This design comes from an exercise in tuning for small area and a short achievable clock period on the open sky130 flow, not from production work.
At most, simulation tests tie the RTL to the original design; equivalence was not proved.
No functional check of the RTL was part of runs 3 to 5.
Power and IR drop assume default switching activity.

$ cat flow/run.sh
#!/bin/bash
set -e
export BUFFER_PORTS_ARGS="-buffer_cell sky130_fd_sc_hd__buf_1"
bash standard.sh > standard.log 2>&1
$ cat standard.sh
#!/bin/bash
# synth_recipe.tcl (not shown) runs the flow's synth.tcl, then flattens the netlist and writes it again
# the make line also repeats each setting of config.mk as NAME=value (left out here)
make -C /OpenROAD-flow-scripts/flow DESIGN_CONFIG=/design/flow/config.mk WORK_HOME=/design/flow/orfs CLKGATE_MAP_FILE= SYNTH_SCRIPT=/design/flow/synth_recipe.tcl "${@:-finish}"
$ cat config.mk
export PLATFORM = sky130hd
export DESIGN_NAME = doodleGame
export DESIGN_NICKNAME = doodleGame
export VERILOG_FILES = /design/flow/design.v
export SDC_FILE = /design/flow/constraint.sdc
export NUM_CORES = 4
export LEC_CHECK = 0
export CAP_MARGIN = 20
export CORE_MARGIN = 2
export CORE_UTILIZATION = 60
export SETUP_SLACK_MARGIN = 5
export SLEW_MARGIN = 20
export SYNTH_HIERARCHICAL = 1
export SYNTH_MINIMUM_KEEP_SIZE = 0
$ cat constraint.sdc
create_clock -name core_clock -period 10.0 [get_ports {Reset}]
set_input_delay 2.0000 -clock core_clock [delete_from_list [all_inputs] [get_ports {Reset}]]
set_output_delay 2.0000 -clock core_clock [all_outputs]
set_load 0.01 [all_outputs]
$ cat design.v
package doodlePkg;
	localparam logic [1:0] StMenu = 2'd0;
	localparam logic [1:0] StPlay = 2'd1;
	localparam logic [1:0] StPause = 2'd2;
	localparam logic [1:0] StOver = 2'd3;
	localparam logic [2:0] KcNone = 3'd0;
	localparam logic [2:0] KcLeftA = 3'd1;  
	localparam logic [2:0] KcLeftB = 3'd2;  
	localparam logic [2:0] KcRightA = 3'd3;  
	localparam logic [2:0] KcRightB = 3'd4;  
	localparam logic [2:0] KcStart = 3'd5;  
	localparam logic [2:0] KcPause = 3'd6;  
	localparam logic [7:0] SlotEasy = 8'd57;  
	localparam logic [7:0] SlotNormal = 8'd82;  
	localparam logic [7:0] SlotHard = 8'd107;  
endpackage
module keyDecoder
(
	input logic [7:0] keycode,
	input logic [2:0] lastKc,
	output logic [2:0] kc,  
	output logic leftKey,  
	output logic rightKey,
	output logic leftPress,  
	output logic rightPress,
	output logic startPress,
	output logic pausePress
);
	logic mLa, mLb, mRa, mRb, mS, mP;
	assign mLa = (keycode == 8'd4);
	assign mLb = (keycode == 8'd80);
	assign mRa = (keycode == 8'd7);
	assign mRb = (keycode == 8'd79);
	assign mS = (keycode == 8'd40);
	assign mP = (keycode == 8'd19);
	assign kc[0] = mLa | mRa | mS;
	assign kc[1] = mLb | mRa | mP;
	assign kc[2] = mRb | mS | mP;
	assign leftKey = mLa | mLb;
	assign rightKey = mRa | mRb;
	assign leftPress = (mLa & (lastKc != doodlePkg::KcLeftA)) | (mLb & (lastKc != doodlePkg::KcLeftB));
	assign rightPress = (mRa & (lastKc != doodlePkg::KcRightA)) | (mRb & (lastKc != doodlePkg::KcRightB));
	assign startPress = mS & (lastKc != doodlePkg::KcStart);
	assign pausePress = mP & (lastKc != doodlePkg::KcPause);
endmodule
module gameStateCtrl
(
	input logic [1:0] state,
	input logic [1:0] difficulty,
	input logic leftPress,
	input logic rightPress,
	input logic startPress,
	input logic pausePress,
	input logic floorHit,
	output logic [1:0] stateNext,
	output logic [1:0] difficultyNext
);
	always_comb
	begin
		stateNext = state;
		difficultyNext = difficulty;
		case (state)
			doodlePkg::StMenu:
			begin
				if (startPress)
					stateNext = doodlePkg::StPlay;
				if (rightPress)
					difficultyNext = (difficulty == 2'd0) ? 2'd1 : (difficulty == 2'd1) ? 2'd2 : 2'd0;
				else if (leftPress)
					difficultyNext = (difficulty == 2'd0) ? 2'd2 : (difficulty == 2'd2) ? 2'd1 : 2'd0;
			end
			doodlePkg::StPlay:
			begin
				if (floorHit)
					stateNext = doodlePkg::StOver;
				else if (pausePress)
					stateNext = doodlePkg::StPause;
			end
			doodlePkg::StPause:
			begin
				if (pausePress)
					stateNext = doodlePkg::StPlay;
			end
			default:
			begin
				if (startPress)
					stateNext = doodlePkg::StMenu;
			end
		endcase
	end
endmodule
module geTree8
(
	input logic [7:0] a,
	input logic [7:0] nb,
	input logic cin,
	output logic ge
);
	logic [7:0] g, p;
	logic [3:0] g2, p2;
	logic [1:0] g4, p4;
	logic g8, p8;
	assign g = a & nb;
	assign p = a | nb;
	genvar i;
	generate
		for (i = 0; i < 4; i++)
		begin : gL1
			assign g2[i] = g[2*i+1] | (p[2*i+1] & g[2*i]);
			assign p2[i] = p[2*i+1] & p[2*i];
		end
		for (i = 0; i < 2; i++)
		begin : gL2
			assign g4[i] = g2[2*i+1] | (p2[2*i+1] & g2[2*i]);
			assign p4[i] = p2[2*i+1] & p2[2*i];
		end
	endgenerate
	assign g8 = g4[1] | (p4[1] & g4[0]);
	assign p8 = p4[1] & p4[0];
	assign ge = g8 | (p8 & cin);
endmodule
module ge3
(
	input logic [2:0] a,
	input logic [2:0] nb,
	output logic ge
);
	logic c1, c2;
	assign c1 = a[0] | nb[0];
	assign c2 = (a[1] & nb[1]) | ((a[1] | nb[1]) & c1);
	assign ge = (a[2] & nb[2]) | ((a[2] | nb[2]) & c2);
endmodule
module gt3
(
	input logic [2:0] a,
	input logic [2:0] nb,
	output logic gt
);
	logic c1, c2;
	assign c1 = a[0] & nb[0];
	assign c2 = (a[1] & nb[1]) | ((a[1] | nb[1]) & c1);
	assign gt = (a[2] & nb[2]) | ((a[2] | nb[2]) & c2);
endmodule
module eq6
(
	input logic [5:0] a,
	input logic [5:0] b,
	input logic z,
	output logic eq
);
	assign eq = ~z & (a == b);
endmodule
module objHit
(
	input logic [20:0] obj,  
	input logic [5:0] aH,  
	input logic [5:0] aH1,  
	input logic [2:0] aL,  
	input logic [2:0] naL,  
	input logic mNeg,  
	input logic [7:0] nm,  
	input logic [7:0] nn,  
	output logic hit
);
	logic [9:0] ox, oy;
	logic loOk, hiFail, geL, gtL, eqA, eqB;
	assign ox = obj[20:11];
	assign oy = obj[10:1];
	eq6 cEqA (.a(oy[8:3]), .b(aH), .z(oy[9]), .eq(eqA));
	eq6 cEqB (.a(oy[8:3]), .b(aH1), .z(oy[9]), .eq(eqB));
	ge3 cGeL (.a(oy[2:0]), .nb(naL), .ge(geL));
	gt3 cGtL (.a(oy[2:0]), .nb(naL), .gt(gtL));  
	geTree8 cLo (.a(ox[9:2]), .nb(nm), .cin(ox[1]), .ge(loOk));
	geTree8 cHi (.a(ox[9:2]), .nb(nn), .cin(ox[1] & ox[0]), .ge(hiFail));
	assign hit = obj[0] & ((eqA & geL) | (eqB & ~gtL)) & (mNeg | loOk) & ~hiFail;
endmodule
module hitDetector
(
	input logic [7:0] xk,  
	input logic [8:0] y,  
	input logic [167:0] platforms,  
	input logic [41:0] springs,
	output logic [7:0] platHit,
	output logic [1:0] springHit
);
	logic [8:0] yA;  
	logic [5:0] aH, aH1;
	logic [2:0] aL;
	assign yA = y + 9'd28;
	assign aL = yA[2:0];
	assign aH = yA[8:3];
	assign aH1 = aH + 6'd1;  
	logic [8:0] pM, sM;
	logic [7:0] pN, sN;
	assign pM = {1'b0, xk} - 9'd14;
	assign pN = xk + 8'd14;
	assign sM = {1'b0, xk} - 9'd10;
	assign sN = xk + 8'd10;
	genvar i;
	generate
		for (i = 0; i < 8; i++)
		begin : gPlat
			objHit test (.obj(platforms[i*21 +: 21]), .aH(aH), .aH1(aH1), .aL(aL), .naL(~aL),
				.mNeg(pM[8]), .nm(~pM[7:0]), .nn(~pN), .hit(platHit[i]));
		end
		for (i = 0; i < 2; i++)
		begin : gSpring
			objHit test (.obj(springs[i*21 +: 21]), .aH(aH), .aH1(aH1), .aL(aL), .naL(~aL),
				.mNeg(sM[8]), .nm(~sM[7:0]), .nn(~sN), .hit(springHit[i]));
		end
	endgenerate
endmodule
module doodleMotion
(
	input logic [1:0] state,
	input logic [1:0] difficulty,
	input logic leftKey,
	input logic rightKey,
	input logic platAny,
	input logic springAny,
	input logic [7:0] xk,  
	input logic [8:0] y,
	input logic [5:0] sp,  
	input logic [19:0] score,
	input logic [1:0] gravCnt,
	input logic prevMenu,  
	output logic [7:0] xkNext,
	output logic [8:0] yNext,
	output logic [5:0] spNext,
	output logic [7:0] scrollNext,
	output logic [19:0] scoreNext,
	output logic [1:0] gravCntNext,
	output logic floorHit
);
	logic [1:0] gravNext;
	logic menu, play, enterPlay, falling, onFloor, gravStep, rising, doScroll;
	logic [9:0] newY;  
	logic [7:0] excess;
	logic [8:0] lowSum;
	logic [7:0] xkMoved, slot;
	logic [5:0] fallSpeed;
	assign menu = (state == doodlePkg::StMenu);
	assign play = (state == doodlePkg::StPlay);
	assign enterPlay = play & prevMenu;
	assign falling = ~sp[5];
	assign onFloor = (y >= 9'd447);
	assign newY = {1'b0, y} + {{4{sp[5]}}, sp};
	assign rising = sp[5] & (newY[9] | (newY[8:0] < 9'd240));  
	assign excess = 8'd240 - newY[7:0];
	assign gravStep = (gravCnt == 2'd2);
	assign gravNext = gravStep ? 2'd0 : gravCnt + 2'd1;
	assign fallSpeed = (gravStep & (sp[5] | (sp < 6'd12))) ? sp + 6'd1 : sp;
	always_comb
	begin
		xkMoved = xk + {{7{leftKey}}, leftKey | rightKey};
		if (leftKey & (xk == 8'd0))
			xkMoved = 8'd159;
		else if (~leftKey & rightKey & (xk == 8'd159))
			xkMoved = 8'd0;
	end
	always_comb
	begin
		case (difficulty)
			2'd0: slot = doodlePkg::SlotEasy;
			2'd1: slot = doodlePkg::SlotNormal;
			default: slot = doodlePkg::SlotHard;
		endcase
	end
	assign lowSum = {1'b0, score[7:0]} + {1'b0, excess};
	assign doScroll = play & ~prevMenu & ~(falling & (springAny | platAny | onFloor)) & rising;
	always_comb
	begin
		xkNext = xk;
		yNext = y;
		spNext = sp;
		floorHit = 1'b0;
		if (menu)
		begin
			xkNext = slot;
			if (falling & onFloor)
				spNext = 6'd52;  
			else
			begin
				yNext = newY[8:0];
				spNext = fallSpeed;
			end
		end
		else if (enterPlay)
		begin
			yNext = 9'd100;
			spNext = '0;
		end
		else if (play)
		begin
			xkNext = xkMoved;
			if (falling & springAny)
				spNext = 6'd44;  
			else if (falling & platAny)
				spNext = 6'd52;  
			else if (falling & onFloor)
			begin
				floorHit = 1'b1;
				xkNext = xk;
			end
			else
			begin
				spNext = fallSpeed;
				yNext = rising ? 9'd240 : newY[8:0];
			end
		end
	end
	assign scrollNext = doScroll ? excess : 8'd0;
	assign scoreNext = (menu | enterPlay) ? 20'd0 :
		doScroll ? {score[19:8] + {11'd0, lowSum[8]}, lowSum[7:0]} : score;
	assign gravCntNext = enterPlay ? 2'd0 : (menu | play) ? gravNext : gravCnt;
endmodule
module doodleGame
(
	input logic Reset,  
	input logic frame_clk,  
	input logic [7:0] keycode,
	input logic [167:0] platforms,  
	input logic [41:0] springs,  
	output logic [19:0] sprite,  
	output logic [9:0] speed,
	output logic [9:0] scroll,
	output logic [19:0] score,
	output logic [1:0] state,
	output logic [1:0] difficulty,
	output logic [7:0] platHit
);
	logic [2:0] lastKc, kc;
	logic [7:0] xk, xkNext;
	logic [8:0] y, yNext;
	logic [5:0] sp, spNext;
	logic [7:0] scroll8, scrollNext;
	logic [19:0] scoreNext;
	logic [1:0] gravCnt, gravCntNext, stateNext, difficultyNext;
	logic prevMenu;
	logic leftKey, rightKey, leftPress, rightPress, startPress, pausePress;
	logic floorHit;
	logic [1:0] springHit;
	keyDecoder keys
	(
		.keycode(keycode),
		.lastKc(lastKc),
		.kc(kc),
		.leftKey(leftKey),
		.rightKey(rightKey),
		.leftPress(leftPress),
		.rightPress(rightPress),
		.startPress(startPress),
		.pausePress(pausePress)
	);
	gameStateCtrl control
	(
		.state(state),
		.difficulty(difficulty),
		.leftPress(leftPress),
		.rightPress(rightPress),
		.startPress(startPress),
		.pausePress(pausePress),
		.floorHit(floorHit),
		.stateNext(stateNext),
		.difficultyNext(difficultyNext)
	);
	hitDetector detect
	(
		.xk(xk),
		.y(y),
		.platforms(platforms),
		.springs(springs),
		.platHit(platHit),
		.springHit(springHit)
	);
	doodleMotion motion
	(
		.state(state),
		.difficulty(difficulty),
		.leftKey(leftKey),
		.rightKey(rightKey),
		.platAny(|platHit),
		.springAny(|springHit),
		.xk(xk),
		.y(y),
		.sp(sp),
		.score(score),
		.gravCnt(gravCnt),
		.prevMenu(prevMenu),
		.xkNext(xkNext),
		.yNext(yNext),
		.spNext(spNext),
		.scrollNext(scrollNext),
		.scoreNext(scoreNext),
		.gravCntNext(gravCntNext),
		.floorHit(floorHit)
	);
	always_ff @(posedge Reset or posedge frame_clk)
	begin
		if (frame_clk)
		begin
			lastKc <= doodlePkg::KcNone;
			state <= doodlePkg::StMenu;
			difficulty <= 2'd1;
			xk <= doodlePkg::SlotNormal;
			y <= 9'd100;
			sp <= '0;
			scroll8 <= '0;
			score <= '0;
			gravCnt <= '0;
			prevMenu <= 1'b1;
		end
		else
		begin
			lastKc <= kc;
			state <= stateNext;
			difficulty <= difficultyNext;
			xk <= xkNext;
			y <= yNext;
			sp <= spNext;
			scroll8 <= scrollNext;
			score <= scoreNext;
			gravCnt <= gravCntNext;
			prevMenu <= (state == doodlePkg::StMenu);
		end
	end
	assign sprite = {xk, 2'b10, 1'b0, y};
	assign speed = {{4{sp[5]}}, sp};
	assign scroll = {2'b00, scroll8};
endmodule
==> flow_summary.ini, run 1 <==
[sta]
final-setup-viol-count = 0
whs_ns = 0.542
period_share_pct = 58.6
hold_violations = 0
slew_headroom_pct = 31.4
rsz0062_at_grt = true
finalMaxSlewViolations = 0
layout_setup_ws_ns = 4.14
timing.fmax_mhz = 171
clock_skew_ns = 0.00725
period_minus_slack_ns = 5.86
worstMarginPinSlew_ns = 1.02
fin_tns_setup_ns = 0

[setup_path]
crit_slowest_cell = dfstp_4
arrival_ns = 3.86
path_cells = inv_4 -> ha_4 -> nor2b_4 -> or3_4 -> a211oi_4 -> xnor2_4 -> buf_6 -> xor2_1 -> or4_1 -> nor4_2 -> nand2b_1 -> a2111oi_4 -> clkbuf_2
path_buf_inv = 3
r2r-end = xk[6]
ff2ff_setup_slack_ns = 5.11
end_kind = primary output
cp-start-kind = register
cp_top_family = simple AND/OR/NAND/NOR gates
critPathMaxStageDelay_ns = 0.65
r2r_cells = 20
cp-startpoint = y[2]
r2r-start = y[2]
path_depth = 13
crit_fanout = 4
path_class = register to primary output
critPathRequiredTime_ns = 8.00

[grt]
grt.overflow.total = 0
grt_pass1_vias = 10692
grt_first_pass_wirelength_um = 53200
grt_max_degree = 62
antenna_found_initial = 1
grt_usage_pct = 37.1

[cts]
cts_tree = done
cts_buffers = 9
clockRootBuffer = clkbuf_16
path_clk_slew_ns = 0.05
clkLatencyLatePin_ns = 0.33
clock_tree.buffer_depth = 2
h-tree-depth = 3
cts.sinks = 61
cts_hold_buf = 0

[synthesis]
synthArstFlopShare_pct = 100
synth_top_area_share_pct = 13.6
synth_edf_count = 0
seq_area_frac_synth_pct = 15.8
synth.avg_cell_area_um2 = 7.89
synth.most_common_cell = xor2_1
ys_types = 89
synth-seq-cells = 61
synth_commonest_cells = 146 x xor2_1, 141 x nor2_1, 87 x a21oi_1
synthCells = 1234
synth.area.top_cells = dfrtp_1 14%, xor2_1 13%, nor2_1 5.4%
synthFlopType = dfrtp_1
yosysTopAreaCell = dfrtp_1
synth_area_um2 = 9730
yosysWarnings = 9

[die]
die_x_um = 131
core-area_um2 = 15900
io_pins = 292
die_h_um = 131
dieArea_um2 = 17300
initial_core_util_pct = 61.3
num_rows = 46

[placement]
port_buffers = 286
hpwl_um = 24400
routabilityCongestion = 0.914
pre_cts_slack_ns = 3.68
dpl_cell_area_um2 = 11200

[min_path]
min-delay-start = gravCnt[0]
holdPathStages = 1
whs_endpoint = gravCnt[1]
min_path_type = register to register

[drt]
wl_per_cell_um = 19.3
postRouteAntennaNets = 0
firstDrtPassIters = 6
vias = 11696
first_iter_violations = 1139
route.detailed.drc = 0
wl_um = 34000
routed_via_density = 6.63

[final_layout]
area_delta_synth_final_pct = 22.9
final_util_pct = 75.3
final_layout_size_suffix_gt1_share_pct = 14.2
layout.nets = 1798
fin_area_um2 = 12000

[power_and_ir_drop]
leakage_nw = 4.50
peakVddDrop_v = 0.000260
p_per_area_nw_per_um2 = 370

[run]
max_cap_viol_count = 0

[status]
outcome = complete, no violations
==> per-layer routing <==
| metal | global-route usage [%] | routed length, µm | part of all wire, % | vias up |
|---|---|---|---|---|
| li1 | - | - | - | 5377 |
| met1 | 43.7 | 12900 | 38 | 5544 |
| met2 | 64.7 | 16600 | 49 | 633 |
| met3 | 6.17 | 2750 | 8.1 | 142 |
| met4 | 19.2 | 1770 | 5.2 | 0 |
| met5 | 0 | 0 | 0 | - |
==> where the power goes <==
group / total (mW) / internal [mW] / switching [mW]
clock network: 0.273 / 0.166 / 0.107
logic: 3.67 / 1.48 / 2.18
registers: 0.484 / 0.318 / 0.166
==> modules after synthesis, one instance, submodules excluded <==
module,times used,flip-flops and latches
objHit,10,0
hitDetector,1,0
doodleGame,1,61
geTree8,20,0
doodleMotion,1,0
keyDecoder,1,0
eq6,20,0
gameStateCtrl,1,0
gt3,10,0
ge3,10,0
==> sequential cells by signal, summed over array words and instances, names as in the netlist <==
register / cells
difficulty: 2
gravCnt: 2
lastKc: 3
prevMenu: 1
score: 20
scroll8: 8
sp: 6
state: 2
xk: 8
y: 9
==> cells in the final DEF, fill, tap and decap left out, types with 10 or more instances in the layout <==
cell	n
nor2_1	140
nand4_1	10
nand2_1	69
o21ai_1	44
a22oi_1	41
ha_1	30
a31oi_1	29
a211oi_2	22
nor3_1	17
o22ai_1	66
nor4_2	17
xnor2_1	15
inv_1	31
o21ai_0	38
o221a_1	20
nand3_1	11
a22o_1	22
nand2b_1	19
buf_1	278
or4_1	23
nor2b_1	11
dfrtp_1	52
o211ai_1	12
buf_4	33
a21oi_1	85
xor2_1	141
maj3_2	20
and3_1	12
o221ai_1	22
and2_1	12
==> final cells by class <==
| class | instances | area [µm²] |
|---|---|---|
| Clock inverter | 5 | 27.5 |
| Inverter | 40 | 166 |
| Antenna cell | 2 | 5.00 |
| Tap cell | 216 | 270 |
| Clock buffer | 11 | 233 |
| Fill cell | 1269 | 3930 |
| Sequential cell | 61 | 1540 |
| Multi-Input combinational cell | 1105 | 8290 |
| Timing Repair inverter | 1 | 7.51 |
| Timing Repair Buffer | 324 | 1420 |
==> cell families (layout without fill, tap and decap cells) <==
logic type | Yosys count | count (layout) | share of synthesized area, %
xor+xnor | 168 | 168 | 15.2
flops | 61 | 61 | 15.8
fa+ha+maj | 56 | 56 | 7.17
simple gates | 393 | 393 | 21.8
buf+inv | 71 | 381 | 3.53
compound gates | 475 | 475 | 35.6
other cells | 2 | 7 | 0.0771
mux | 8 | 8 | 0.848
==> worst reg2reg max path: stages (launching register included) <==
cell       delay (ns)
dfstp_4          0.65
inv_4            0.04
ha_4             0.15
nor2b_4          0.12
or3_4            0.43
a211oi_4         0.32
xnor2_4          0.13
buf_6            0.14
xor2_1           0.14
or4_1            0.53
nor4_2           0.17
nand2b_1         0.13
a2111oi_4        0.39
nor4_1           0.09
nand2_1          0.27
o21ai_2          0.16
a31oi_4          0.34
o41ai_2          0.22
inv_1            0.13
a31oi_1          0.10
o21ai_0          0.16
==> metrics by stage <==
| stage | instances | power, mW |
|---|---|---|
| after global placement | 1720 | 3.62 |
| after detailed placement | 1720 | 3.70 |
| final | 1765 | 4.42 |
| after global routing | 1763 | 4.74 |
| after CTS | 1761 | 4.28 |
| after floorplan | 1237 | 3.03 |
==> worst max path at each step <==
stage,end
after global routing,platHit[5]
after global placement,platHit[0]
after detailed placement,platHit[0]
final,platHit[5]
after floorplan,platHit[1]
after CTS,platHit[4]
==> what timing repair did <==
item	in CTS	in global routing
setup buffers	24	1
pin swaps	12	9
cloned	1	0
setup endpoints to repair	33	26
resized for setup	33	23
==> run 2: changes to the inputs <==
--- a/config.mk
+++ b/config.mk
@@ -8,5 +8,5 @@
 export CAP_MARGIN = 20
 export CORE_MARGIN = 2
-export CORE_UTILIZATION = 60
+export CORE_UTILIZATION = 40
 export SETUP_SLACK_MARGIN = 5
 export SLEW_MARGIN = 20
==> flow_summary.ini, run 2 <==
[synthesis]
ys_types = 89
yosysTopAreaCell = dfrtp_1
synthArstFlopShare_pct = 100
synth_top_area_share_pct = 13.6
synth-seq-cells = 61
synth_commonest_cells = 146 x xor2_1, 141 x nor2_1, 87 x a21oi_1
synthCells = 1234
synth.area.top_cells = dfrtp_1 14%, xor2_1 13%, nor2_1 5.4%
synth.avg_cell_area_um2 = 7.89
yosysWarnings = 9
synth_edf_count = 0
synth.most_common_cell = xor2_1
synthFlopType = dfrtp_1
seq_area_frac_synth_pct = 15.8
synth_area_um2 = 9730

[drt]
postRouteAntennaNets = 0
route.detailed.drc = 0
routed_via_density = 5.99
wl_um = 36000
first_iter_violations = 868
firstDrtPassIters = 5
wl_per_cell_um = 19.0
vias = 11314

[setup_path]
r2r_cells = 23
r2r-end = y[3]
end_kind = primary output
crit_fanout = 2
path_class = primary input to primary output
critPathRequiredTime_ns = 8.00
arrival_ns = 3.80
cp-start-kind = primary input
ff2ff_setup_slack_ns = 5.16
r2r-start = y[2]

[final_layout]
largest_register_ff_count = 20
antenna_cells = 0
layout_commonest_cell = buf_1
top_register = score
mostFrequentLayoutCells = 272 x buf_1, 141 x xor2_1, 140 x nor2_1
reg.largest.list = score: 20 flops, y: 9 flops
seq_area_um2 = 1540
layout.nets = 1817
area_delta_synth_final_pct = 26.4
fin_area_um2 = 12300
final_layout_size_suffix_gt1_share_pct = 15.8
multiInputGateArea_um2 = 8350
fillCellCount = 2417

[placement]
dpl_cell_area_um2 = 11400
routabilityCongestion = 0.886
hpwl_um = 26500
port_buffers = 286
pre_cts_slack_ns = 3.63

[grt]
grt_usage_pct = 26.5
grt_max_degree = 72
grt_first_pass_wirelength_um = 55700
grt_pass1_vias = 10521
grt.overflow.total = 0
antenna_found_initial = 0

[die]
core-area_um2 = 24100
num_rows = 57
initial_core_util_pct = 40.4
dieArea_um2 = 25600
die_h_um = 160
io_pins = 292
die_x_um = 160

[sta]
timing.fmax_mhz = 172
fin_tns_setup_ns = 0
period_minus_slack_ns = 5.80
whs_ns = 0.537
period_share_pct = 58.0
layout_setup_ws_ns = 4.20
worstMarginPinSlew_ns = 0.904
rsz0062_at_grt = true
finalMaxSlewViolations = 0
clock_skew_ns = 0.00875
hold_violations = 0
final-setup-viol-count = 0
slew_headroom_pct = 39.3

[min_path]
min_path_type = register to register
holdPathStages = 1
min-delay-start = gravCnt[0]
whs_endpoint = gravCnt[1]

[cts]
clock_tree.buffer_depth = 2
cts_buffers = 9
cts_tree = done
clkLatencyLatePin_ns = 0.33
clockRootBuffer = clkbuf_16
cts.sinks = 61
path_clk_slew_ns = 0.06
h-tree-depth = 3

[power_and_ir_drop]
clockPowerShare_pct = 6.4
pwr-share-seq_pct = 10.2
p_per_area_nw_per_um2 = 369
p_switching_mw = 2.50
peakVddDrop_v = 0.000212
power.share.switching_pct = 55.1
internal_power_mw = 2.04
leakage_nw = 4.62
comb_power_share_pct = 83.5

[run]
max_cap_viol_count = 0

[status]
outcome = complete, no violations
-- run 2: cell count changes in the layout (fill, tap and decap cells not counted), moves of 3 or more --
cell | before | now
nor4_4 | 4 | 7
or4_1 | 23 | 18
clkinv_2 | 4 | 1
buf_1 | 278 | 272
nor4_2 | 17 | 14
or4_4 | 5 | 10
buf_4 | 33 | 54
-- run 2: worst max-delay path by stage --
| stage | slack [ns] | cells past startpoint | to | start |
|---|---|---|---|---|
| 3_3_place_gp | 3.75 | 11 | platHit[2] | y[2] |
| 3_5_place_dp | 3.63 | 11 | platHit[2] | y[2] |
| 4_1_cts | 4.18 | 7 | platHit[5] | platforms[111] |
| 5_1_grt | 4.06 | 13 | platHit[7] | y[2] |
| 6_report | 4.20 | 7 | platHit[5] | platforms[111] |
| 2_1_floorplan | 4.47 | 12 | platHit[1] | y[2] |
-- run 2: critical path, cell delays in order --
cell	delay [ns]
buf_6	0.10
xor2_1	0.14
or4_4	0.54
nor4_4	0.29
nand2_2	0.11
a2111oi_4	0.43
buf_2	0.20
-- run 2: cells by family after synthesis --
kind of cell,Yosys count,share of synthesized area [%]
flip-flops,61,15.8
AND/OR/NAND/NOR,393,21.8
AO/OA/AOI/OAI,475,35.6
buffers and inverters,71,3.53
other,2,0.0771
multiplexers,8,0.848
XOR/XNOR,168,15.2
adder cells (fa/ha/maj),56,7.17
-- run 2: per-stage QoR --
step / util (%) / total power [mW] / std cells
after global placement: 47.3 / 3.72 / 1833
after CTS: 50.1 / 4.40 / 1880
after detailed placement: 47.3 / 3.78 / 1833
final: 51.0 / 4.54 / 1890
after global routing: 51.0 / 4.89 / 1890
after floorplan: - / 3.03 / 1237
-- run 2: per-module statistics from Yosys, one instance, submodules excluded --
module | cell area [µm²] | copies in the design
objHit | 38.8 | 10
keyDecoder | 239 | 1
doodleGame | 1640 | 1
eq6 | 72.6 | 20
ge3 | 22.5 | 10
geTree8 | 109 | 20
gt3 | 22.5 | 10
hitDetector | 587 | 1
doodleMotion | 2670 | 1
gameStateCtrl | 128 | 1
-- run 2: layout make-up --
cell class | count | area share (%)
Clock inverter | 1 | 0.0407
Inverter | 40 | 1.33
Clock buffer | 15 | 2.18
Timing Repair Buffer | 343 | 12.7
Tap cell | 324 | 3.30
Multi-Input combinational cell | 1105 | 67.9
Timing Repair inverter | 1 | 0.0610
Sequential cell | 61 | 12.5
-- run 2: timing repair --
| action | CTS | global route |
|---|---|---|
| hold buffers | 0 | 0 |
| gates cloned | 0 | 1 |
| setup buffers | 31 | 9 |
| resized for setup | 44 | 32 |
| endpoints found under the setup margin | 33 | 26 |
| pin swaps | 18 | 21 |
-- run 2: power groups by stage --
| stage | sequential [mW] | clock (mW) | combinational (mW) |
|---|---|---|---|
| 2_1_floorplan | 0.462 | 0 | 2.57 |
| 6_report | 0.462 | 0.289 | 3.79 |
| 4_1_cts | 0.458 | 0.296 | 3.65 |
| 3_3_place_gp | 0.480 | 0 | 3.24 |
| 5_1_grt | 0.474 | 0.306 | 4.11 |
| 3_5_place_dp | 0.484 | 0 | 3.29 |
-- run 2: routing by layer --
layer	track usage, %	vias up	part of all wire (%)
li1	-	5409	-
met1	33.5	5386	42
met2	46.4	440	48
met3	2.75	79	5.6
met4	10.2	0	3.7
met5	0	-	0
==> run 3: changes to the inputs <==
--- a/design.v
+++ b/design.v
@@ -90,9 +90,64 @@
 	end
 endmodule
+module bitEq6
+(
+	input logic [5:0] a,
+	input logic [5:0] b,
+	output logic [5:0] eq
+);
+	assign eq = ~(a ^ b);
+endmodule
+module nand3Cell
+(
+	input logic a,
+	input logic b,
+	input logic c,
+	output logic y
+);
+	assign y = ~(a & b & c);
+endmodule
+module nor3Cell
+(
+	input logic a,
+	input logic b,
+	input logic c,
+	output logic y
+);
+	assign y = ~(a | b | c);
+endmodule
+module aoi22Cell
+(
+	input logic a,
+	input logic b,
+	input logic c,
+	input logic d,
+	output logic y
+);
+	assign y = ~((a & b) | (c & d));
+endmodule
+module aoi211Cell
+(
+	input logic a,
+	input logic b,
+	input logic c,
+	input logic d,
+	output logic y
+);
+	assign y = ~((a & b) | c | d);
+endmodule
+module nand2bCell
+(
+	input logic a,
+	input logic bn,
+	output logic y
+);
+	assign y = ~(a & ~bn);
+endmodule
 module geTree8
 (
 	input logic [7:0] a,
 	input logic [7:0] nb,
-	input logic cin,
+	input logic c1,
+	input logic c0,
 	output logic ge
 );
@@ -118,5 +173,16 @@
 	assign g8 = g4[1] | (p4[1] & g4[0]);
 	assign p8 = p4[1] & p4[0];
-	assign ge = g8 | (p8 & cin);
+	assign ge = g8 | (p8 & c1 & c0);
+endmodule
+module ltTree8
+(
+	input logic [7:0] a,
+	input logic [7:0] nb,
+	input logic c,
+	output logic lt
+);
+	logic ge;
+	geTree8 t (.a(a), .nb(nb), .c1(c), .c0(1'b1), .ge(ge));
+	assign lt = ~ge;
 endmodule
 module ge3
@@ -131,23 +197,14 @@
 	assign ge = (a[2] & nb[2]) | ((a[2] | nb[2]) & c2);
 endmodule
-module gt3
+module le3
 (
 	input logic [2:0] a,
 	input logic [2:0] nb,
-	output logic gt
+	output logic le
 );
 	logic c1, c2;
 	assign c1 = a[0] & nb[0];
 	assign c2 = (a[1] & nb[1]) | ((a[1] | nb[1]) & c1);
-	assign gt = (a[2] & nb[2]) | ((a[2] | nb[2]) & c2);
-endmodule
-module eq6
-(
-	input logic [5:0] a,
-	input logic [5:0] b,
-	input logic z,
-	output logic eq
-);
-	assign eq = ~z & (a == b);
+	assign le = ~((a[2] & nb[2]) | ((a[2] | nb[2]) & c2));
 endmodule
 module objHit
@@ -156,7 +213,6 @@
 	input logic [5:0] aH,  
 	input logic [5:0] aH1,  
-	input logic [2:0] aL,  
 	input logic [2:0] naL,  
-	input logic mNeg,  
+	input logic nmNeg,  
 	input logic [7:0] nm,  
 	input logic [7:0] nn,  
@@ -164,14 +220,23 @@
 );
 	logic [9:0] ox, oy;
-	logic loOk, hiFail, geL, gtL, eqA, eqB;
+	logic [5:0] xa, xb;
+	logic nA1, nA2, nB1, nB2, off, eqA, eqB, geL, leL, nY, loFail, hiFail;
 	assign ox = obj[20:11];
 	assign oy = obj[10:1];
-	eq6 cEqA (.a(oy[8:3]), .b(aH), .z(oy[9]), .eq(eqA));
-	eq6 cEqB (.a(oy[8:3]), .b(aH1), .z(oy[9]), .eq(eqB));
+	bitEq6 cXa (.a(oy[8:3]), .b(aH), .eq(xa));
+	bitEq6 cXb (.a(oy[8:3]), .b(aH1), .eq(xb));
+	nand3Cell cA1 (.a(xa[0]), .b(xa[1]), .c(xa[2]), .y(nA1));
+	nand3Cell cA2 (.a(xa[3]), .b(xa[4]), .c(xa[5]), .y(nA2));
+	nand3Cell cB1 (.a(xb[0]), .b(xb[1]), .c(xb[2]), .y(nB1));
+	nand3Cell cB2 (.a(xb[3]), .b(xb[4]), .c(xb[5]), .y(nB2));
+	nand2bCell cOff (.a(obj[0]), .bn(oy[9]), .y(off));  
+	nor3Cell cEqA (.a(nA1), .b(nA2), .c(off), .y(eqA));
+	nor3Cell cEqB (.a(nB1), .b(nB2), .c(off), .y(eqB));
 	ge3 cGeL (.a(oy[2:0]), .nb(naL), .ge(geL));
-	gt3 cGtL (.a(oy[2:0]), .nb(naL), .gt(gtL));  
-	geTree8 cLo (.a(ox[9:2]), .nb(nm), .cin(ox[1]), .ge(loOk));
-	geTree8 cHi (.a(ox[9:2]), .nb(nn), .cin(ox[1] & ox[0]), .ge(hiFail));
-	assign hit = obj[0] & ((eqA & geL) | (eqB & ~gtL)) & (mNeg | loOk) & ~hiFail;
+	le3 cLeL (.a(oy[2:0]), .nb(naL), .le(leL));
+	aoi22Cell cY (.a(eqA), .b(geL), .c(eqB), .d(leL), .y(nY));
+	ltTree8 cLo (.a(ox[9:2]), .nb(nm), .c(ox[1]), .lt(loFail));
+	geTree8 cHi (.a(ox[9:2]), .nb(nn), .c1(ox[1]), .c0(ox[0]), .ge(hiFail));
+	aoi211Cell cHit (.a(nmNeg), .b(loFail), .c(nY), .d(hiFail), .y(hit));
 endmodule
 module hitDetector
@@ -201,14 +266,82 @@
 		for (i = 0; i < 8; i++)
 		begin : gPlat
-			objHit test (.obj(platforms[i*21 +: 21]), .aH(aH), .aH1(aH1), .aL(aL), .naL(~aL),
-				.mNeg(pM[8]), .nm(~pM[7:0]), .nn(~pN), .hit(platHit[i]));
+			objHit test (.obj(platforms[i*21 +: 21]), .aH(aH), .aH1(aH1), .naL(~aL),
+				.nmNeg(~pM[8]), .nm(~pM[7:0]), .nn(~pN), .hit(platHit[i]));
 		end
 		for (i = 0; i < 2; i++)
 		begin : gSpring
-			objHit test (.obj(springs[i*21 +: 21]), .aH(aH), .aH1(aH1), .aL(aL), .naL(~aL),
-				.mNeg(sM[8]), .nm(~sM[7:0]), .nn(~sN), .hit(springHit[i]));
+			objHit test (.obj(springs[i*21 +: 21]), .aH(aH), .aH1(aH1), .naL(~aL),
+				.nmNeg(~sM[8]), .nm(~sM[7:0]), .nn(~sN), .hit(springHit[i]));
 		end
 	endgenerate
 endmodule
+module motionNewY
+(
+	input logic [8:0] y,
+	input logic [5:0] sp,
+	output logic [8:0] newY
+);
+	assign newY = y + {{3{sp[5]}}, sp};
+endmodule
+module motionExcess
+(
+	input logic [8:0] newY,
+	output logic below,
+	output logic [7:0] excess
+);
+	assign below = (newY < 9'd240);
+	assign excess = 8'd240 - newY[7:0];
+endmodule
+module motionScore
+(
+	input logic [19:0] score,
+	input logic [7:0] excess,
+	input logic clear,
+	input logic add,
+	output logic [19:0] scoreNext
+);
+	logic [8:0] lowSum;
+	logic [11:0] highSum;
+	assign lowSum = {1'b0, score[7:0]} + {1'b0, excess};
+	assign highSum = score[19:8] + {11'd0, lowSum[8]};
+	assign scoreNext = clear ? 20'd0 : add ? {highSum, lowSum[7:0]} : score;
+endmodule
+module motionX
+(
+	input logic [7:0] xk,
+	input logic [1:0] difficulty,
+	input logic leftKey,
+	input logic rightKey,
+	input logic toSlot,
+	input logic steer,
+	output logic [7:0] xkNext
+);
+	logic [7:0] xkMoved, slot;
+	always_comb
+	begin
+		xkMoved = xk + {{7{leftKey}}, leftKey | rightKey};
+		if (leftKey & (xk == 8'd0))
+			xkMoved = 8'd159;
+		else if (~leftKey & rightKey & (xk == 8'd159))
+			xkMoved = 8'd0;
+	end
+	always_comb
+	begin
+		case (difficulty)
+			2'd0: slot = doodlePkg::SlotEasy;
+			2'd1: slot = doodlePkg::SlotNormal;
+			default: slot = doodlePkg::SlotHard;
+		endcase
+	end
+	assign xkNext = toSlot ? slot : steer ? xkMoved : xk;
+endmodule
+module motionFall
+(
+	input logic [5:0] sp,
+	input logic gravStep,
+	output logic [5:0] fallSpeed
+);
+	assign fallSpeed = (gravStep & (sp[5] | (sp < 6'd12))) ? sp + 6'd1 : sp;
+endmodule
 module doodleMotion
 (
@@ -233,54 +366,40 @@
 	output logic floorHit
 );
-	logic [1:0] gravNext;
-	logic menu, play, enterPlay, falling, onFloor, gravStep, rising, doScroll;
-	logic [9:0] newY;  
+	logic menu, play, enterPlay, move, falling, onFloor, gravStep, below, rising, doScroll;
+	logic bounce, landed;
+	logic [8:0] newY;
 	logic [7:0] excess;
-	logic [8:0] lowSum;
-	logic [7:0] xkMoved, slot;
 	logic [5:0] fallSpeed;
 	assign menu = (state == doodlePkg::StMenu);
 	assign play = (state == doodlePkg::StPlay);
 	assign enterPlay = play & prevMenu;
+	assign move = play & ~prevMenu;  
 	assign falling = ~sp[5];
 	assign onFloor = (y >= 9'd447);
-	assign newY = {1'b0, y} + {{4{sp[5]}}, sp};
-	assign rising = sp[5] & (newY[9] | (newY[8:0] < 9'd240));  
-	assign excess = 8'd240 - newY[7:0];
 	assign gravStep = (gravCnt == 2'd2);
-	assign gravNext = gravStep ? 2'd0 : gravCnt + 2'd1;
-	assign fallSpeed = (gravStep & (sp[5] | (sp < 6'd12))) ? sp + 6'd1 : sp;
-	always_comb
-	begin
-		xkMoved = xk + {{7{leftKey}}, leftKey | rightKey};
-		if (leftKey & (xk == 8'd0))
-			xkMoved = 8'd159;
-		else if (~leftKey & rightKey & (xk == 8'd159))
-			xkMoved = 8'd0;
-	end
-	always_comb
-	begin
-		case (difficulty)
-			2'd0: slot = doodlePkg::SlotEasy;
-			2'd1: slot = doodlePkg::SlotNormal;
-			default: slot = doodlePkg::SlotHard;
-		endcase
-	end
-	assign lowSum = {1'b0, score[7:0]} + {1'b0, excess};
-	assign doScroll = play & ~prevMenu & ~(falling & (springAny | platAny | onFloor)) & rising;
+	motionNewY addY (.y(y), .sp(sp), .newY(newY));
+	motionExcess ex (.newY(newY), .below(below), .excess(excess));
+	motionFall fall (.sp(sp), .gravStep(gravStep), .fallSpeed(fallSpeed));
+	assign rising = sp[5] & below;  
+	assign bounce = falling & onFloor;  
+	assign landed = falling & (springAny | platAny | onFloor);
+	assign floorHit = move & falling & ~springAny & ~platAny & onFloor;
+	assign doScroll = move & ~landed & rising;
+	motionX mx (.xk(xk), .difficulty(difficulty), .leftKey(leftKey), .rightKey(rightKey),
+		.toSlot(menu), .steer(move & ~floorHit), .xkNext(xkNext));
+	motionScore ms (.score(score), .excess(excess), .clear(menu | enterPlay), .add(doScroll),
+		.scoreNext(scoreNext));
+	assign scrollNext = doScroll ? excess : 8'd0;
 	always_comb
 	begin
-		xkNext = xk;
 		yNext = y;
 		spNext = sp;
-		floorHit = 1'b0;
 		if (menu)
 		begin
-			xkNext = slot;
-			if (falling & onFloor)
+			if (bounce)
 				spNext = 6'd52;  
 			else
 			begin
-				yNext = newY[8:0];
+				yNext = newY;
 				spNext = fallSpeed;
 			end
@@ -291,27 +410,18 @@
 			spNext = '0;
 		end
-		else if (play)
+		else if (move)
 		begin
-			xkNext = xkMoved;
 			if (falling & springAny)
 				spNext = 6'd44;  
 			else if (falling & platAny)
 				spNext = 6'd52;  
-			else if (falling & onFloor)
-			begin
-				floorHit = 1'b1;
-				xkNext = xk;
-			end
-			else
+			else if (~(falling & onFloor))
 			begin
 				spNext = fallSpeed;
-				yNext = rising ? 9'd240 : newY[8:0];
+				yNext = rising ? 9'd240 : newY;
 			end
 		end
 	end
-	assign scrollNext = doScroll ? excess : 8'd0;
-	assign scoreNext = (menu | enterPlay) ? 20'd0 :
-		doScroll ? {score[19:8] + {11'd0, lowSum[8]}, lowSum[7:0]} : score;
-	assign gravCntNext = enterPlay ? 2'd0 : (menu | play) ? gravNext : gravCnt;
+	assign gravCntNext = enterPlay ? 2'd0 : (menu | play) ? (gravStep ? 2'd0 : gravCnt + 2'd1) : gravCnt;
 endmodule
 module doodleGame
==> flow_summary.ini, run 3 <==
[synthesis]
synthFlopType = dfrtp_1
yosysTopAreaCell = xnor2_1
synth.most_common_cell = xnor2_1
yosysWarnings = 10
seq_area_frac_synth_pct = 15.4
synth_area_um2 = 9980
synthCells = 1253
ys_types = 102
synth-seq-cells = 61
synth_top_area_share_pct = 13.3
synth_commonest_cells = 152 x xnor2_1, 104 x o21ai_0, 82 x a21oi_1
synth.avg_cell_area_um2 = 7.96
synth_edf_count = 0
synthArstFlopShare_pct = 100
synth.area.top_cells = xnor2_1 13%, dfrtp_1 13%, o21ai_0 5.2%

[sta]
period_share_pct = 55.2
slew_headroom_pct = 32.9
clock_skew_ns = 0.00962
worstMarginPinSlew_ns = 0.999
timing.fmax_mhz = 181
final-setup-viol-count = 0
period_minus_slack_ns = 5.52
fin_tns_setup_ns = 0
finalMaxSlewViolations = 0
rsz0062_at_grt = true
whs_ns = 0.521
hold_violations = 0

[die]
core-area_um2 = 24400
initial_core_util_pct = 40.9
die_h_um = 162
dieArea_um2 = 26200
num_rows = 57
io_pins = 292
die_x_um = 162

[cts]
cts_hold_buf = 0
h-tree-depth = 3
clkLatencyLatePin_ns = 0.33
cts_buffers = 9
path_clk_slew_ns = 0.05
cts_tree = done
clockRootBuffer = clkbuf_16
cts.sinks = 61
clock_tree.buffer_depth = 2

[final_layout]
mostFrequentLayoutCells = 243 x buf_1, 147 x xnor2_1, 100 x o21ai_0
area_delta_synth_final_pct = 27.3
layout.nets = 1839
fin_area_um2 = 12700
layout_commonest_cell = buf_1
fin_cells = 1916
top_register = score
largest_register_ff_count = 20
final_layout_size_suffix_gt1_share_pct = 17.5
reg.largest.list = score: 20 flops, y: 9 flops

[setup_path]
critPathMaxStageDelay_ns = 0.31
cp-start-kind = primary input
path_class = primary input to primary output
end_kind = primary output
path_cells = buf_8 -> buf_4 -> a222oi_1 -> nand2_1 -> o21ai_2 -> o21ai_1 -> maj3_2 -> inv_1 -> a211oi_4 -> buf_2
critPathRequiredTime_ns = 8.00
arrival_ns = 3.52
ff2ff_setup_slack_ns = 5.32
crit_fanout = 3
crit_slowest_cell = a222oi_1

[drt]
routed_via_density = 5.95
postRouteAntennaNets = 0
vias = 11391
first_iter_violations = 885
firstDrtPassIters = 6
wl_per_cell_um = 18.5
route.detailed.drc = 0
wl_um = 35400

[grt]
grt_pass1_vias = 10475
grt_first_pass_wirelength_um = 55300
grt_max_degree = 62
grt.overflow.total = 0
grt_usage_pct = 25.8
antenna_found_initial = 4

[power_and_ir_drop]
leakage_nw = 4.37
peakVddDrop_v = 0.000169
p_per_area_nw_per_um2 = 342
p_total_mw = 4.35

[placement]
dpl_cell_area_um2 = 11700
routabilityCongestion = 0.839
dp_cells = 1858
port_buffers = 286
hpwl_um = 25700

[run]
max_cap_viol_count = 0

[status]
outcome = complete, no violations

[min_path]
min_path_type = register to register
-- run 3: modules after synthesis, one instance, submodules excluded, excerpt --
module / copies in the design / cell area (µm²)
doodleGame: 1 / 1640
aoi211Cell: 10 / 12.5
motionScore: 1 / 733
nand3Cell: 40 / 5.00
le3: 10 / 38.8
keyDecoder: 1 / 239
hitDetector: 1 / 578
-- run 3: kinds of logic (layout without fill, tap and decap cells) --
group | count (synthesis) | count (layout) | synth area share (%)
simple gates | 310 | 310 | 17.5
buf+inv | 75 | 399 | 3.59
xor+xnor | 178 | 178 | 15.6
fa+ha+maj | 54 | 54 | 6.75
mux | 10 | 10 | 1.08
other cells | 12 | 27 | 0.451
flops | 61 | 61 | 15.4
compound gates | 553 | 553 | 39.6
-- run 3: power breakdown --
part | switching, mW | internal (mW) | leakage [nW] | total, mW
sequential | 0.149 | 0.311 | 0.792 | 0.460
combinational | 1.99 | 1.54 | 3.41 | 3.53
clock | 0.108 | 0.250 | 0.167 | 0.357
total | 2.25 | 2.10 | 4.37 | 4.35
-- run 3: area by class of cell --
cell class	count	area, µm²
fill	2424	11700
inverter	45	179
timing repair buffer	335	1710
sequential	61	1550
antenna	2	5.00
timing repair inverter	3	22.5
clock buffer	12	246
tap	324	405
multi-input combinational	1130	8490
clock inverter	4	95.1
-- run 3: timing repair --
item | in CTS | in global routing
buffers inserted | 30 | 7
resized for setup | 79 | 29
pin swaps | 40 | 29
hold endpoints to repair | 0 | 0
setup endpoints to repair | 33 | 16
gates cloned | 3 | 0
-- run 3: path summary, 6_finish.rpt --
path,endpoint,depth (start not counted),from
worst max register to register,xk[6],21,y[2]
worst max-delay path,platHit[5],10,platforms[122]
worst min-delay path,gravCnt[1],1,gravCnt[0]
worst min register to register,gravCnt[1],1,gravCnt[0]
min in group asynchronous,lastKc[0],3,frame_clk
max in group asynchronous,y[3],3,frame_clk
-- run 3: per-layer routing --
layer / share of wire (%) / GRT usage [%] / vias up
li1: - / - / 5514
met1: 43 / 33.3 / 5392
met2: 48 / 44.9 / 420
met3: 6.3 / 3.58 / 61
met4: 2.2 / 7.20 / 4
met5: 0.082 / 0 / -
-- run 3: per-stage QoR --
step | worst slack, ns | util [%]
5_1_grt | 4.41 | 52.1
3_3_place_gp | 4.02 | 47.8
6_report | 4.48 | 52.1
3_5_place_dp | 3.97 | 47.9
2_1_floorplan | 4.86 | -
4_1_cts | 4.46 | 51.5
-- run 3: critical path, delay by kind of cell --
family | cells | cell delay [ns]
buf+inv | 4 | 0.50
simple gates | 1 | 0.11
compound gates | 4 | 0.61
fa+ha+maj | 1 | 0.30
==> run 4: changes to the inputs <==
--- a/config.mk
+++ b/config.mk
@@ -9,5 +9,6 @@
 export CORE_MARGIN = 2
 export CORE_UTILIZATION = 40
-export SETUP_SLACK_MARGIN = 5
+export CTS_BUF_LIST = sky130_fd_sc_hd__clkbuf_4
+export SETUP_SLACK_MARGIN = 4
 export SLEW_MARGIN = 20
 export SYNTH_HIERARCHICAL = 1
==> flow_summary.ini, run 4 <==
[final_layout]
area_delta_synth_final_pct = 19.0
largest_register_ff_count = 20
top_register = score
layout_commonest_cell = buf_1
fillCellCount = 2532
final_layout_size_suffix_gt1_share_pct = 12.1
fin_cells = 1899
layout.nets = 1821
reg.largest.list = score: 20 flops, y: 9 flops
mostFrequentLayoutCells = 286 x buf_1, 148 x xnor2_1, 103 x o21ai_0
fin_area_um2 = 11900

[setup_path]
path_class = register to primary output
r2r-end = xk[6]
cp-startpoint = y[2]
endpoint = platHit[5]
ff2ff_setup_slack_ns = 5.01
crit_slowest_cell = dfstp_4
critPathMaxStageDelay_ns = 0.68
cp-start-kind = register
r2r_cells = 18
arrival_ns = 3.74
path_cells = inv_1 -> ha_4 -> nor2b_1 -> or3_4 -> a211oi_4 -> xor2_4 -> xnor2_1 -> nand3_1 -> nor3_2 -> a22oi_2 -> a211oi_2 -> buf_1
r2r-start = y[2]
end_kind = primary output
crit_fanout = 8
critPathRequiredTime_ns = 8.00

[synthesis]
synth-seq-cells = 61
synth_xor_area_share_pct = 15.6
yosysWarnings = 10
synthArstFlopShare_pct = 100
synth.most_common_cell = xnor2_1
synth_area_um2 = 9980
synth_top_area_share_pct = 13.3
ys_types = 102
seq_area_frac_synth_pct = 15.4
synth-compound-area-share_pct = 39.6
synthSimpleGateAreaFrac_pct = 17.5
synthCells = 1253
synth.avg_cell_area_um2 = 7.96
synth_top_family_by_area = compound AO/OA/AOI/OAI gates
synth.area.top_cells = xnor2_1 13%, dfrtp_1 13%, o21ai_0 5.2%
synth_commonest_cells = 152 x xnor2_1, 104 x o21ai_0, 82 x a21oi_1
yosysTopAreaCell = xnor2_1
synth_edf_count = 0
synth-adder-area-share_pct = 6.75
synthMuxAreaShare_pct = 1.08
synthFlopType = dfrtp_1

[placement]
port_buffers = 286
hpwl_um = 26100
routabilityCongestion = 0.885
dpl_cell_area_um2 = 11500
dp_cells = 1862

[drt]
routed_via_density = 5.90
wl_per_cell_um = 18.6
wl_um = 35300
vias = 11202
postRouteAntennaNets = 0
firstDrtPassIters = 9
route.detailed.drc = 0
first_iter_violations = 908

[cts]
cts_tree = done
path_clk_slew_ns = 0.11
clkLatencyLatePin_ns = 0.42
cts_hold_buf = 0
cts.sinks = 61
clockRootBuffer = clkbuf_4
h-tree-depth = 3
cts_buffers = 9
clock_tree.buffer_depth = 2

[sta]
timing.fmax_mhz = 174
period_share_pct = 57.4
final-setup-viol-count = 0
clock_skew_ns = 0.0119
rsz0062_at_grt = false
period_minus_slack_ns = 5.74
slew_headroom_pct = 28.1
fin_tns_setup_ns = 0
finalMaxSlewViolations = 0
worstMarginPinSlew_ns = 1.07
hold_violations = 0

[min_path]
holdPathStages = 2
min_path_type = register to register

[power_and_ir_drop]
pwr-share-seq_pct = 11.7
power.share.switching_pct = 54.8
internal_power_mw = 1.78
p_per_area_nw_per_um2 = 332
leakage_nw = 3.95
p_switching_mw = 2.16
comb_power_share_pct = 84.5
clockPowerShare_pct = 3.8
peakVddDrop_v = 0.000248

[die]
dieArea_um2 = 26200
io_pins = 292
core-area_um2 = 24400
die_x_um = 162
num_rows = 57
die_h_um = 162
initial_core_util_pct = 40.9

[grt]
grt.overflow.total = 0
grt_first_pass_wirelength_um = 54600
antenna_found_initial = 3
grt_pass1_vias = 10142
grt_usage_pct = 25.6
grt_max_degree = 62

[run]
max_cap_viol_count = 0

[status]
outcome = complete, no violations
run 4: cell counts after synthesis:
Identical to the previous run, type by type.
run 4: layer usage:
layer	GRT usage (%)	share of wire, %	up-vias
met2	43.1	48	447
met1	34.1	43	5220
met5	0	0.034	-
met3	3.32	7.0	58
met4	8.05	2.4	2
li1	-	-	5475
run 4: how the worst min path moves through the flow:
stage / slack, ns / endpoint / from
final: 0.54 / score[4] / score[4]
after global routing: 0.57 / score[4] / score[4]
after CTS: 0.54 / score[4] / score[4]
after detailed placement: 0.52 / score[4] / score[4]
after global placement: 0.51 / score[3] / score[3]
after floorplan: 0.49 / gravCnt[1] / gravCnt[1]
run 4: metrics by stage:
step | total power [mW] | utilization [%] | worst slack, ns | hold slack [ns]
global route | 4.28 | 48.6 | 4.03 | 0.573
CTS | 3.86 | 48.2 | 4.06 | 0.544
global placement | 3.52 | 47.1 | 3.29 | 0.513
floorplan | 2.83 | - | 4.04 | 0.495
finish | 3.94 | 48.7 | 4.26 | 0.535
detailed placement | 3.57 | 47.1 | 3.07 | 0.518
run 4: layout make-up:
class | count | area, µm² | share of cell area [%]
clock inverter | 4 | 17.5 | 0.148
inverter | 45 | 176 | 1.49
antenna | 3 | 7.51 | 0.0633
tap | 324 | 405 | 3.42
multi-input combinational | 1130 | 8270 | 69.7
timing repair buffer | 317 | 1330 | 11.2
timing repair inverter | 3 | 22.5 | 0.190
sequential | 61 | 1540 | 13.0
clock buffer | 12 | 90.1 | 0.759
run 4: worst max-delay path: cells and delay by family (launching register included):
kind                     cells  cell delay (ns)
AO/OA/AOI/OAI                3             0.76
XOR/XNOR                     2             0.44
buffers and inverters        2             0.27
flip-flops                   1             0.68
adder cells (fa/ha/maj)      1             0.17
AND/OR/NAND/NOR              4             0.99
run 4: logic make-up after synthesis:
group	Yosys count
AOI/OAI and AO/OA	553
xor gates and xnor gates	178
adders and majority gates	54
buffers and inverters	75
DFF	61
muxes	10
other	12
and+or+nand+nor	310
run 4: power groups by stage:
stage	combinational, mW	sequential [mW]	clock, mW
after global placement	3.03	0.495	0
after CTS	3.23	0.479	0.155
after floorplan	2.39	0.443	0
final	3.33	0.461	0.149
after detailed placement	3.07	0.500	0
after global routing	3.64	0.474	0.164
run 4: repair_timing:
item                                   4_1_cts  5_1_grt
endpoints found under the hold margin        0        0
cloned                                       2        1
setup endpoints to repair                   28        8
setup buffers                               10        5
pin swaps                                    3        2
resized for setup                           13        7
run 4: modules after synthesis (local to each module, per instance), excerpt:
module	flops+latches	area (µm²)
nor3Cell	0	10.0
le3	0	38.8
motionFall	0	138
doodleMotion	0	782
motionExcess	0	138
geTree8	0	115
aoi22Cell	0	12.5
motionScore	0	733
==> run 5: changes to the inputs <==
--- a/design.v
+++ b/design.v
@@ -243,5 +243,5 @@
 (
 	input logic [7:0] xk,  
-	input logic [8:0] y,  
+	input logic [8:0] yA,  
 	input logic [167:0] platforms,  
 	input logic [41:0] springs,
@@ -249,8 +249,6 @@
 	output logic [1:0] springHit
 );
-	logic [8:0] yA;  
 	logic [5:0] aH, aH1;
 	logic [2:0] aL;
-	assign yA = y + 9'd28;
 	assign aL = yA[2:0];
 	assign aH = yA[8:3];
@@ -290,6 +288,6 @@
 	output logic [7:0] excess
 );
-	assign below = (newY < 9'd240);
-	assign excess = 8'd240 - newY[7:0];
+	assign below = (newY < 9'd268);
+	assign excess = 8'd12 - newY[7:0];  
 endmodule
 module motionScore
@@ -317,13 +315,22 @@
 	output logic [7:0] xkNext
 );
-	logic [7:0] xkMoved, slot;
+	logic [7:0] tog, slot;
+	logic upAll, dnAll, wrapLo, wrapHi, goLeft, goRight;
+	logic [7:0] ones, zeros;
+	assign goLeft = steer & leftKey;
+	assign goRight = steer & ~leftKey & rightKey;
 	always_comb
 	begin
-		xkMoved = xk + {{7{leftKey}}, leftKey | rightKey};
-		if (leftKey & (xk == 8'd0))
-			xkMoved = 8'd159;
-		else if (~leftKey & rightKey & (xk == 8'd159))
-			xkMoved = 8'd0;
+		ones[0] = 1'b1;
+		zeros[0] = 1'b1;
+		for (int i = 1; i < 8; i++)
+		begin
+			ones[i] = ones[i-1] & xk[i-1];
+			zeros[i] = zeros[i-1] & ~xk[i-1];
+		end
 	end
+	assign wrapLo = goLeft & (xk == 8'd0);
+	assign wrapHi = goRight & (xk == 8'd159);
+	assign tog = ({8{goRight}} & ones) | ({8{goLeft}} & zeros);
 	always_comb
 	begin
@@ -334,5 +341,5 @@
 		endcase
 	end
-	assign xkNext = toSlot ? slot : steer ? xkMoved : xk;
+	assign xkNext = toSlot ? slot : wrapLo ? 8'd159 : wrapHi ? 8'd0 : xk ^ tog;
 endmodule
 module motionFall
@@ -353,5 +360,5 @@
 	input logic springAny,
 	input logic [7:0] xk,  
-	input logic [8:0] y,
+	input logic [8:0] y,  
 	input logic [5:0] sp,  
 	input logic [19:0] score,
@@ -376,5 +383,5 @@
 	assign move = play & ~prevMenu;  
 	assign falling = ~sp[5];
-	assign onFloor = (y >= 9'd447);
+	assign onFloor = (y >= 9'd475);  
 	assign gravStep = (gravCnt == 2'd2);
 	motionNewY addY (.y(y), .sp(sp), .newY(newY));
@@ -407,5 +414,5 @@
 		else if (enterPlay)
 		begin
-			yNext = 9'd100;
+			yNext = 9'd128;  
 			spNext = '0;
 		end
@@ -419,5 +426,5 @@
 			begin
 				spNext = fallSpeed;
-				yNext = rising ? 9'd240 : newY;
+				yNext = rising ? 9'd268 : newY;  
 			end
 		end
@@ -442,5 +449,5 @@
 	logic [2:0] lastKc, kc;
 	logic [7:0] xk, xkNext;
-	logic [8:0] y, yNext;
+	logic [8:0] ya, yNext;  
 	logic [5:0] sp, spNext;
 	logic [7:0] scroll8, scrollNext;
@@ -478,5 +485,5 @@
 	(
 		.xk(xk),
-		.y(y),
+		.yA(ya),
 		.platforms(platforms),
 		.springs(springs),
@@ -493,5 +500,5 @@
 		.springAny(|springHit),
 		.xk(xk),
-		.y(y),
+		.y(ya),
 		.sp(sp),
 		.score(score),
@@ -514,5 +521,5 @@
 			difficulty <= 2'd1;
 			xk <= doodlePkg::SlotNormal;
-			y <= 9'd100;
+			ya <= 9'd128;  
 			sp <= '0;
 			scroll8 <= '0;
@@ -527,5 +534,5 @@
 			difficulty <= difficultyNext;
 			xk <= xkNext;
-			y <= yNext;
+			ya <= yNext;
 			sp <= spNext;
 			scroll8 <= scrollNext;
@@ -535,5 +542,5 @@
 		end
 	end
-	assign sprite = {xk, 2'b10, 1'b0, y};
+	assign sprite = {xk, 2'b10, 1'b0, ya - 9'd28};
 	assign speed = {{4{sp[5]}}, sp};
 	assign scroll = {2'b00, scroll8};
--- a/config.mk
+++ b/config.mk
@@ -9,5 +9,5 @@
 export CORE_MARGIN = 2
 export CORE_UTILIZATION = 40
-export CTS_BUF_LIST = sky130_fd_sc_hd__clkbuf_4
+export CTS_BUF_LIST = sky130_fd_sc_hd__clkbuf_4 sky130_fd_sc_hd__clkbuf_8
 export SETUP_SLACK_MARGIN = 4
 export SLEW_MARGIN = 20
==> flow_summary.ini, run 5 <==
[status]
outcome = complete, no violations

[drt]
firstDrtPassIters = 5
wl_per_cell_um = 18.8
vias = 11243
first_iter_violations = 978
wl_um = 35300
postRouteAntennaNets = 0
route.detailed.drc = 0
routed_via_density = 5.98

[sta]
period_share_pct = 57.7
clock_skew_ns = 0.0162
rsz0062_at_grt = false
slew_headroom_pct = 28.7
worstMarginPinSlew_ns = 1.06
finalMaxSlewViolations = 0
period_minus_slack_ns = 5.77
fin_tns_setup_ns = 0
timing.fmax_mhz = 173
hold_violations = 0
final-setup-viol-count = 0

[die]
die_x_um = 162
io_pins = 292
core-area_um2 = 24500
initial_core_util_pct = 41.1
num_rows = 57
die_h_um = 162
dieArea_um2 = 26400

[final_layout]
final_util_pct = 48.0
area_delta_synth_final_pct = 17.0
layout.nets = 1793
fillCellCount = 2528
layout_commonest_cell = buf_1
reg.largest.list = score: 20 flops, ya: 9 flops
mostFrequentLayoutCells = 286 x buf_1, 145 x xnor2_1, 108 x o21ai_0
largest_register_ff_count = 20
top_register = score
final_layout_size_suffix_gt1_share_pct = 11.7
fin_area_um2 = 11700

[min_path]
holdPathStages = 2
min_path_type = register to register
whs_endpoint = score[3]
min-delay-start = score[3]

[grt]
grt_first_pass_wirelength_um = 54500
use_met1_pct = 34.4
grt_max_degree = 62
grt_pass1_vias = 10194
global_route.usage.met3_pct = 3.67
grt.overflow.total = 0
grt_usage_pct = 25.5
grt_util_met2_pct = 41.7
antenna_found_initial = 0
top_usage_layer = met2

[setup_path]
path_cells = and3_1 -> nand3_1 -> xnor2_1 -> buf_4 -> xnor2_1 -> nand3_1 -> nor3_2 -> a22oi_2 -> a211oi_2 -> buf_1
critPathMaxStageDelay_ns = 0.93
critPathRequiredTime_ns = 8.00
cp-start-kind = register
crit_slowest_cell = dfstp_2
end_kind = primary output
path_class = register to primary output
ff2ff_setup_slack_ns = 4.61
crit_fanout = 19
r2r-start = xk[1]
r2r-end = xk[5]
arrival_ns = 3.77
r2r_cells = 21

[cts]
clock_tree.buffer_depth = 2
clkLatencyLatePin_ns = 0.36
clockRootBuffer = clkbuf_8
path_clk_slew_ns = 0.08
cts_hold_buf = 0
cts.sinks = 61
cts_tree = done
h-tree-depth = 3
cts_buffers = 9

[synthesis]
synth.area.top_cells = dfrtp_1 14%, xnor2_1 13%, o21ai_0 5.4%
yosysWarnings = 10
yosysTopAreaCell = dfrtp_1
ys_types = 106
synth-seq-cells = 61
synth.avg_cell_area_um2 = 8.05
synth.most_common_cell = xnor2_1
synthCells = 1247
synthArstFlopShare_pct = 100
synth_edf_count = 0
synthFlopType = dfrtp_1
synth_commonest_cells = 148 x xnor2_1, 108 x o21ai_0, 72 x a21oi_1
seq_area_frac_synth_pct = 15.3
synth_area_um2 = 10000
synth_top_area_share_pct = 13.7

[placement]
hpwl_um = 26400
port_buffers = 286
routabilityCongestion = 0.869
dpl_cell_area_um2 = 11500

[power_and_ir_drop]
leakage_nw = 3.89
p_per_area_nw_per_um2 = 305
peakVddDrop_v = 0.000156

[run]
max_cap_viol_count = 0
==> run 5: cell families (layout without fill, tap and decap cells) <==
| logic type | Yosys count | after routing | share of synthesized area, % |
|---|---|---|---|
| AOI/OAI and AO/OA | 550 | 550 | 39.4 |
| xor gates and xnor gates | 177 | 177 | 15.4 |
| adders and majority gates | 46 | 46 | 5.63 |
| buffers and inverters | 72 | 364 | 3.74 |
| DFF | 61 | 61 | 15.3 |
| muxes | 15 | 15 | 1.63 |
| other | 12 | 28 | 0.449 |
| and+or+nand+nor | 314 | 314 | 18.4 |
==> run 5: Yosys stat by module (local to each module, per instance), excerpt <==
| module | flip-flops and latches | times used | cells |
|---|---|---|---|
| nand2bCell | 0 | 10 | 1 |
| doodleMotion | 0 | 1 | 125 |
| motionX | 0 | 1 | 59 |
| doodleGame | 61 | 1 | 91 |
| motionScore | 0 | 1 | 110 |
| hitDetector | 0 | 1 | 67 |
| ltTree8 | 0 | 10 | 2 |
| bitEq6 | 0 | 20 | 6 |
| nor3Cell | 0 | 20 | 1 |
| le3 | 0 | 10 | 3 |
| geTree8 | 0 | 20 | 18 |
| motionExcess | 0 | 1 | 22 |
==> run 5: critical path, delay by kind of cell, from the launching register on <==
family,cells,cell delay [ns]
and+or+nand+nor,4,0.77
DFF,1,0.93
AOI/OAI and AO/OA,2,0.41
buffers and inverters,2,0.55
xor gates and xnor gates,2,0.73
==> run 5: per-layer routing <==
layer  vias up  routed length (µm)
li1       5438                   -
met2       449               16400
met5         -                   0
met1      5307               15100
met4         0                 945
met3        49                2830
==> run 5: layout make-up <==
type,count,area [µm²],area share [%]
well taps,324,405,3.45
multi-input cells,1127,8210,69.9
repair buffers,310,1270,10.8
inverters,38,143,1.21
clock inverters,6,38.8,0.330
flip-flops and latches,61,1540,13.1
diodes,3,7.51,0.0639
clock buffers,10,138,1.17
==> run 5: how the worst max path moves through the flow <==
stage                            end  startpoint  depth (start not counted)
after floorplan           platHit[3]       xk[1]                         10
after global placement    platHit[6]       xk[1]                         13
after detailed placement       xk[6]       xk[1]                         21
after CTS                 platHit[6]       xk[1]                         13
after global routing      platHit[6]       xk[3]                         10
final                     platHit[6]       ya[7]                         10
==> run 5: power breakdown <==
group	internal, mW	switching, mW	total (mW)
registers	0.308	0.180	0.488
logic	1.18	1.71	2.90
clock network	0.0956	0.107	0.203
total	1.59	2.00	3.59
==> run 5: what timing repair did <==
action	CTS	global route
buffers inserted	0	1
gates resized for setup	1	0
endpoints found under the setup margin	8	7
==> run 5: stage by stage <==
stage	setup slack [ns]	power, mW	instances	hold slack (ns)
after floorplan	4.25	2.62	1260	0.495
after global placement	4.33	3.31	1859	0.516
after detailed placement	4.24	3.35	1859	0.513
after CTS	4.17	3.56	1875	0.531
after global routing	4.05	3.92	1876	0.573
final	4.23	3.59	1879	0.532

-- port drivers added, routing unchanged --
In the flow no input, the clock included, has a driving cell. The finished layouts below were timed again as built, in two steps.
Step 1: set_driving_cell puts a clkbuf_16 on Reset and a buf_2 on each other input, an assumption about the parent block.
Step 2 times the ports against the registers' clock, not the clock port: input delays grow and output delays shrink by t, the midpoint of the rising clock arrivals with the driver on.
Slacks: no drivers / after step 1 / after step 2; pairs: no drivers / after step 1.
run | shift t [ns] | setup slack, ns | worst setup path at the end | worst data-port slew with drivers (ns) | pins driven straight from the clock port
run 1 | 0.366 | 4.137 / 4.100 / 4.164 | input to output | 0.09 | 1
run 2 | 0.362 | 4.197 / 4.162 / 4.162 | input to output | 0.09 | 1
run 3 | 0.364 | 4.475 / 4.429 / 4.429 | input to output | 0.10 | 1
run 4 | 0.444 | 4.258 / 4.230 / 4.244 | input to output | 0.09 | 1
run 5 | 0.388 | 4.230 / 4.194 / 4.252 | input to register | 0.09 | 1
After both steps every run listed still meets setup and hold. The setup slack of run 3, which loses most, moves by -0.046 ns with the drivers and by -0.046 ns with both steps.
